This is an optimization exercise on Yosys and OpenROAD, whose aim is small area, a short achievable clock period and few clock cycles, not a production implementation.
Function was checked by simulation only, so behaviour that the tests miss may differ from the original.
No activity file was given, so power comes from the tool's default toggle rates.

==> run B <==
## toroidal_life_generation_step_top
module toroidal_life_generation_step_top (
    input  logic              i_clk,
    input  logic              i_rst_n,
    input  logic              i_in_valid,
    output logic              o_in_stall,
    input  logic [1:0]        i_req_type,
    input  logic [PIX_W-1:0]  i_pixel_x,
    input  logic [PIX_W-1:0]  i_pixel_y,
    input  logic [COL_AW-1:0] i_cell_x,
    input  logic [ROW_AW-1:0] i_cell_y,
    output logic              o_out_valid,
    input  logic              i_out_stall,
    output logic              o_cell_alive,
    output logic              o_ignored,
    input  logic              psel,
    input  logic              penable,
    input  logic              pwrite,
    input  logic [3:0]        paddr,
    input  logic [31:0]       pwdata,
    output logic [31:0]       prdata,
    output logic              pready
);
export LEC_CHECK = 0
export CAP_MARGIN = 20
export CORE_MARGIN = 2
export CORE_UTILIZATION = 30
export PLACE_DENSITY = 0.36
export SETUP_SLACK_MARGIN = 4.5
export SLEW_MARGIN = 20
create_clock -name core_clock -period 10.0 [get_ports {i_clk}]
run.sh (not shown) runs the stock make flow with config.mk's settings and CLKGATE_MAP_FILE= SYNTH_SCRIPT=/design/flow/synth_recipe.tcl, a recipe that flattens the netlist after the stock synthesis.
==> run R: changes against run B <==
--- a/flow/design.v
+++ b/flow/design.v
@@ -354,14 +354,21 @@
                 rcy = rcy - (8'(q_cs) << i);
                 qy_c[i] = 1'b1;
             end else begin
                 qy_c[i] = 1'b0;
             end
         end
     end
+    logic qx_ge, qy_ge;
+    always_comb begin
+        qx_ge = ({1'b0, qxm} > q_w[GW_W-1:2])
+             || ({1'b0, qxm} == q_w[GW_W-1:2] && qx_c >= q_w[1:0]);
+        qy_ge = ({1'b0, qym} > q_h[GW_W-1:2])
+             || ({1'b0, qym} == q_h[GW_W-1:2] && qy_c >= q_h[1:0]);
+    end
     localparam logic [1:0] OP_RD  = 2'd0;
     localparam logic [1:0] OP_TOG = 2'd1;
     localparam logic [1:0] OP_CLR = 2'd2;
     localparam logic [1:0] OP_ACK = 2'd3;
     logic [MAX_W-1:0] r_grid [MAX_H];
     logic             r_rst_d, r_rst_d2;
     logic [MAX_W-1:0] r_last;      
@@ -372,15 +379,14 @@
     logic             r_nrow_l0, r_last_l0, r_row0_l0, r_r63_l0;
     logic              e_v;
     logic [1:0]        e_op;
     logic [GW-1:0]     e_g;
     logic [KW-1:0]     e_rsel;
     logic [COL_AW-1:0] e_ax;
     logic              e_ign;
-    logic              e_rdbit;
     logic              s_busy;     
     logic              s_ph;       
     logic              s_pre;      
     logic              s_act;      
     logic [ROW_AW-1:0] s_ay;
     logic [GW:0]       s_prog;     
     logic              es_v, es_grp, es_last;
@@ -420,30 +426,32 @@
             end
         end
         m_nrow = '0;
         for (int g = 0; g < G; g++) m_nrow = m_nrow | (r_grid[g*K] & {MAX_W{fn_oh[g]}});
     end
     assign fg_oh = s_busy ? s_goh : (v2 && t2 == REQ_STEP) ? q_sgoh : ay2_goh;
     assign fn_oh = {fg_oh[G-2:0], fg_oh[G-1]};
-    assign rg_oh = sv_v ? sv_goh : ay2_goh;
-    assign rj_oh = sv_v ? sv_roh : ay2_roh;
+    assign rg_oh = sv_goh;
+    assign rj_oh = sv_roh;
     assign rx_oh = MAX_W'(1) << rx;
     assign eng_f   = (s_start && q_w64) || (s_busy && !blk_busy && (q_w64 || s_ph));
     assign eng_ay  = s_start ? (q_h64 ? '0 : q_hm1) : s_ay;
     assign eng_grp = !(s_start && !q_h64) && !(s_busy && s_pre);
     localparam int ND = 6;
     logic [ND-1:0]     d_v;
     logic [FW-1:0]     d_slot [ND];
     logic [ROW_AW-1:0] d_y    [ND];
     logic [COL_AW-1:0] d_x    [ND];
     logic [ND-1:0]     d_rdy;
     logic [ND-1:0]     d_ok;       
     logic              d_svc;
     logic [$clog2(ND)-1:0] d_sel, d_free;
     logic              sv_v;
+    logic              sv_dir;     
+    logic              claim, svc_go;
     logic [$clog2(ND)-1:0] sv_idx;
     logic [ROW_AW-1:0] sv_y;
     logic [COL_AW-1:0] sv_x;
     logic [FW-1:0]     sv_slot;
     logic [3:0]        d_nfree;
     logic              d_hit;      
     logic              e_def;
@@ -452,15 +460,15 @@
         d_svc   = 1'b0;
         d_sel   = '0;
         d_free  = '0;
         d_nfree = '0;
         d_hit   = e_v && e_def && {e_g, e_rsel} == ay2 && e_ax == ax2;
         for (int i = ND - 1; i >= 0; i--) begin
             d_rdy[i] = d_v[i] && (d_ok[i] || !s_act || ({1'b0, d_y[i][ROW_AW-1:KW]} < s_prog));
-            if (d_rdy[i] && !(sv_v && sv_idx == ($clog2(ND))'(i))) begin
+            if (d_rdy[i] && !(sv_v && !sv_dir && sv_idx == ($clog2(ND))'(i))) begin
                 d_svc = 1'b1;
                 d_sel = ($clog2(ND))'(i);
             end
             if (!d_v[i]) begin
                 d_free  = ($clog2(ND))'(i);
                 d_nfree = d_nfree + 4'd1;
             end
@@ -476,15 +484,17 @@
                 blk_start = 1'b1;
             if (d_rdy[i] && d_y[i][ROW_AW-1:KW] == s_ay[ROW_AW-1:KW])
                 blk_busy = 1'b1;
         end
     end
     assign tog_ok  = (!s_act || (!s_busy && {1'b0, ay2[ROW_AW-1:KW]} < s_prog)) && !d_hit;
     assign rd_ok   = !s_act || ({1'b0, ay2[ROW_AW-1:KW]} < s_prog);
-    assign rd_now  = ign2 || (rd_ok && !sv_v);
+    assign rd_now  = ign2 || rd_ok;
+    assign claim   = v2 && t2 == REQ_READ && !ign2 && rd_ok;
+    assign svc_go  = d_svc && !claim;
     assign def_ok  = d_nfree > ((e_v && e_def) ? 4'd1 : 4'd0);
     assign go2     = v2 && ((t2 == REQ_READ) ? (rd_now || def_ok) :
                             (t2 == REQ_TOGGLE) ? (ign2 || tog_ok) :
                             (t2 == REQ_STEP) ? s_start : idle_ok);
     assign s_start = v2 && t2 == REQ_STEP && !s_act && !(e_v && e_def) && !blk_start;
     assign e_tog   = e_v && (e_op == OP_TOG) && !e_ign;
     assign es_run  = es_v && es_grp;
@@ -513,23 +523,21 @@
         r_nrow    <= f_nrow;
         r_nrow_l0 <= |(r_nrow & q_wlast);
         r_row0_l0 <= |(r_row0 & q_wlast);
         if ((s_start || s_busy) && fg_oh[0]) r_row0 <= f_grp[0];
         r_r63_l0  <= |(r_grid[MAX_H-1] & q_wlast);
     end
     always_comb begin
-        ry = sv_v ? sv_y : ay2;
-        rx = sv_v ? sv_x : ax2;
+        ry = sv_y;
+        rx = sv_x;
         for (int j = 0; j < K; j++) rbg[j] = m_rbg[j];
         rrw = '0;
         for (int j = 0; j < K; j++) rrw = rrw | (rbg[j] & {MAX_W{rj_oh[j]}});
         rbd = |(rrw & rx_oh);
         rb  = rbd;
-        if (e_v && e_op == OP_CLR) rb = 1'b0;
-        else if (e_tog && {e_g, e_rsel} == ay2 && e_ax == ax2) rb = !rb;
     end
     logic [MAX_W-1:0] row0_old, up0, nin;
     logic             row0_old_l0;
     logic [MAX_W-1:0] win [K+2];
     logic [K+1:0]     win_l0;
     logic [1:0]       hs  [K+2][MAX_W];
     logic             s0, k, u0, u1;
@@ -617,31 +625,32 @@
     logic [1:0]    fifo [FD];
     logic [FD-1:0] f_rdy;
     logic [FW-1:0] wp, rp;
     logic [FW:0]   fcnt;
     logic          push;
     logic [1:0]    res;
     assign push = e_v;
-    assign res  = (e_op == OP_RD)  ? {e_rdbit && !e_ign, e_ign} :
+    assign res  = (e_op == OP_RD)  ? {rbd && !e_ign, e_ign} :
                   (e_op == OP_TOG) ? {1'b0, e_ign} : 2'b00;
     assign pop  = (fcnt != '0) && f_rdy[rp] && !i_out_stall;
     always_ff @(posedge i_clk) begin
         if (push) begin
             fifo[wp]  <= res;
             f_rdy[wp] <= !e_def;
         end
-        if (sv_v) begin
+        if (sv_v && !sv_dir) begin
             fifo[sv_slot]  <= {rbd, 1'b0};
             f_rdy[sv_slot] <= 1'b1;
         end
         sv_idx  <= d_sel;
-        sv_goh  <= G'(1) << d_y[d_sel][ROW_AW-1:KW];
-        sv_roh  <= K'(1) << d_y[d_sel][KW-1:0];
-        sv_y    <= d_y[d_sel];
-        sv_x    <= d_x[d_sel];
+        sv_dir  <= claim;
+        sv_goh  <= claim ? ay2_goh : G'(1) << d_y[d_sel][ROW_AW-1:KW];
+        sv_roh  <= claim ? ay2_roh : K'(1) << d_y[d_sel][KW-1:0];
+        sv_y    <= claim ? ay2 : d_y[d_sel];
+        sv_x    <= claim ? ax2 : d_x[d_sel];
         sv_slot <= d_slot[d_sel];
         if (push && e_def) begin
             d_slot[d_free] <= wp;
             d_y[d_free]    <= {e_g, e_rsel};
             d_x[d_free]    <= e_ax;
         end
         if (!i_rst_n) begin
@@ -674,18 +683,18 @@
             if (mv0)      v1 <= 1'b1;
             else if (mv1) v1 <= 1'b0;
             if (mv1)      vm <= 1'b1;
             else if (mvm) vm <= 1'b0;
             if (mvm)      v2 <= 1'b1;
             else if (adv2) v2 <= 1'b0;
             e_v  <= go2;
-            sv_v <= d_svc;
+            sv_v <= claim || svc_go;
             for (int i = 0; i < ND; i++) begin
                 if (push && e_def && d_free == ($clog2(ND))'(i)) d_v[i] <= 1'b1;
-                else if (sv_v && sv_idx == ($clog2(ND))'(i))      d_v[i] <= 1'b0;
+                else if (sv_v && !sv_dir && sv_idx == ($clog2(ND))'(i)) d_v[i] <= 1'b0;
                 if (push && e_def && d_free == ($clog2(ND))'(i)) d_ok[i] <= 1'b0;
                 else if (d_rdy[i])                                d_ok[i] <= 1'b1;
             end
             if (s_start) begin
                 s_busy <= 1'b1;
                 s_act  <= 1'b1;
                 s_ph   <= !q_w64;
@@ -737,15 +746,14 @@
                    || (q_h64 && eng_ay[ROW_AW-1:KW] == GW'(G-1));
         es_g0   <= eng_ay[ROW_AW-1:KW] == '0;
         es_up63 <= eng_ay[ROW_AW-1:KW] == '0 && q_h64;
         e_g     <= ay2[ROW_AW-1:KW];
         e_rsel  <= ay2[KW-1:0];
         e_ax    <= ax2;
         e_ign   <= ign2;
-        e_rdbit <= rb;
         e_def   <= t2 == REQ_READ && !rd_now;
         case (t2)
             REQ_READ:   e_op <= OP_RD;
             REQ_TOGGLE: e_op <= OP_TOG;
             REQ_CLEAR:  e_op <= OP_CLR;
             default:    e_op <= OP_ACK;
         endcase
@@ -795,15 +803,15 @@
             rxm  <= rbx[6:0];
             rym  <= rby[6:0];
             cxm  <= cx1;
             cym  <= cy1;
         end
         if (mvm) begin
             t2   <= tm;
-            ign2 <= ignm || (tm == REQ_TOGGLE && (GW_W'({qxm, qx_c}) >= q_w || GW_W'({qym, qy_c}) >= q_h));
+            ign2 <= ignm || (tm == REQ_TOGGLE && (qx_ge || qy_ge));
             if (tm == REQ_TOGGLE) begin
                 ax2     <= {qxm, qx_c};
                 ay2     <= {qym, qy_c};
                 ay2_goh <= G'(1) << qym[3:1];
                 ay2_roh <= K'(1) << {qym[0], qy_c};
             end else begin
                 ax2     <= cxm;
--- a/flow/config.mk
+++ b/flow/config.mk
@@ -5,9 +5,9 @@
 export SDC_FILE = /design/flow/constraint.sdc
 export NUM_CORES = 4
 export LEC_CHECK = 0
 export CAP_MARGIN = 20
 export CORE_MARGIN = 2
 export CORE_UTILIZATION = 30
 export PLACE_DENSITY = 0.36
-export SETUP_SLACK_MARGIN = 4.5
+export SETUP_SLACK_MARGIN = 5
 export SLEW_MARGIN = 20
==> qor summary <==
item	run B	run R
Outcome	finished with violations	complete, no violations
Violated checks	antenna violations	-
Cell count of the worst reg-to-reg path	19	13
Weighted congestion reported at the end of routability-driven placement	1.04	1.03
HPWL reported at the end of detailed placement	1470000 µm	1450000 µm
Area fraction in compound gates after synthesis	0.178	0.179
Average detailed-routed wire length per instance	47.0 µm	46.1 µm
Core Region	1.09 mm²	1.09 mm²
Antenna violation net count after detailed routing	1	0
P_int	0.0486 W	0.0473 W
Maximum cell stage delay along the critical path	0.61 ns	0.82 ns
Leakage power of the design	147 nW	143 nW
Insertion delay to the later sink of the worst-skew pair	1.26 ns	1.23 ns
Combinational gate power	0.0200 W	0.0177 W
Global routing usage summed across all routing layers	0.363	0.357
Testbench counts of run B, summed over its fixed seeds: cycles 2,060.
Testbench counts of run R, summed over its fixed seeds: cycles 2,048.

## port drivers added, routing unchanged
In the flow no input, the clock included, has a driving cell. The finished layouts below were timed again as built, in two steps.
Step 1 (the two cells are an assumption about what drives the block):
set clk [get_ports {i_clk}]
set_driving_cell -lib_cell sky130_fd_sc_hd__clkbuf_16 $clk
set_driving_cell -lib_cell sky130_fd_sc_hd__buf_2 [delete_from_list [all_inputs] $clk]
Step 2 moves the port delays by t, midway between the first and last clock arrival at a register: inputs arrive t later, outputs are due t later. That takes back most of the time a late clock gives input paths.
a / b / c = ideal ports / drivers / drivers and shift; a / b = the first two.
run | t (ns) | setup slack, ns | worst setup path at the end | pins driven straight from the clock port
run B | 1.368 | 4.013 / 4.013 / 4.013 | register to register | 1
run R | 1.358 | 4.535 / 4.535 / 4.303 | input to register | 1
The setup slack of run R, which loses most, moves by 0.000 ns with the drivers and by -0.232 ns with both steps.
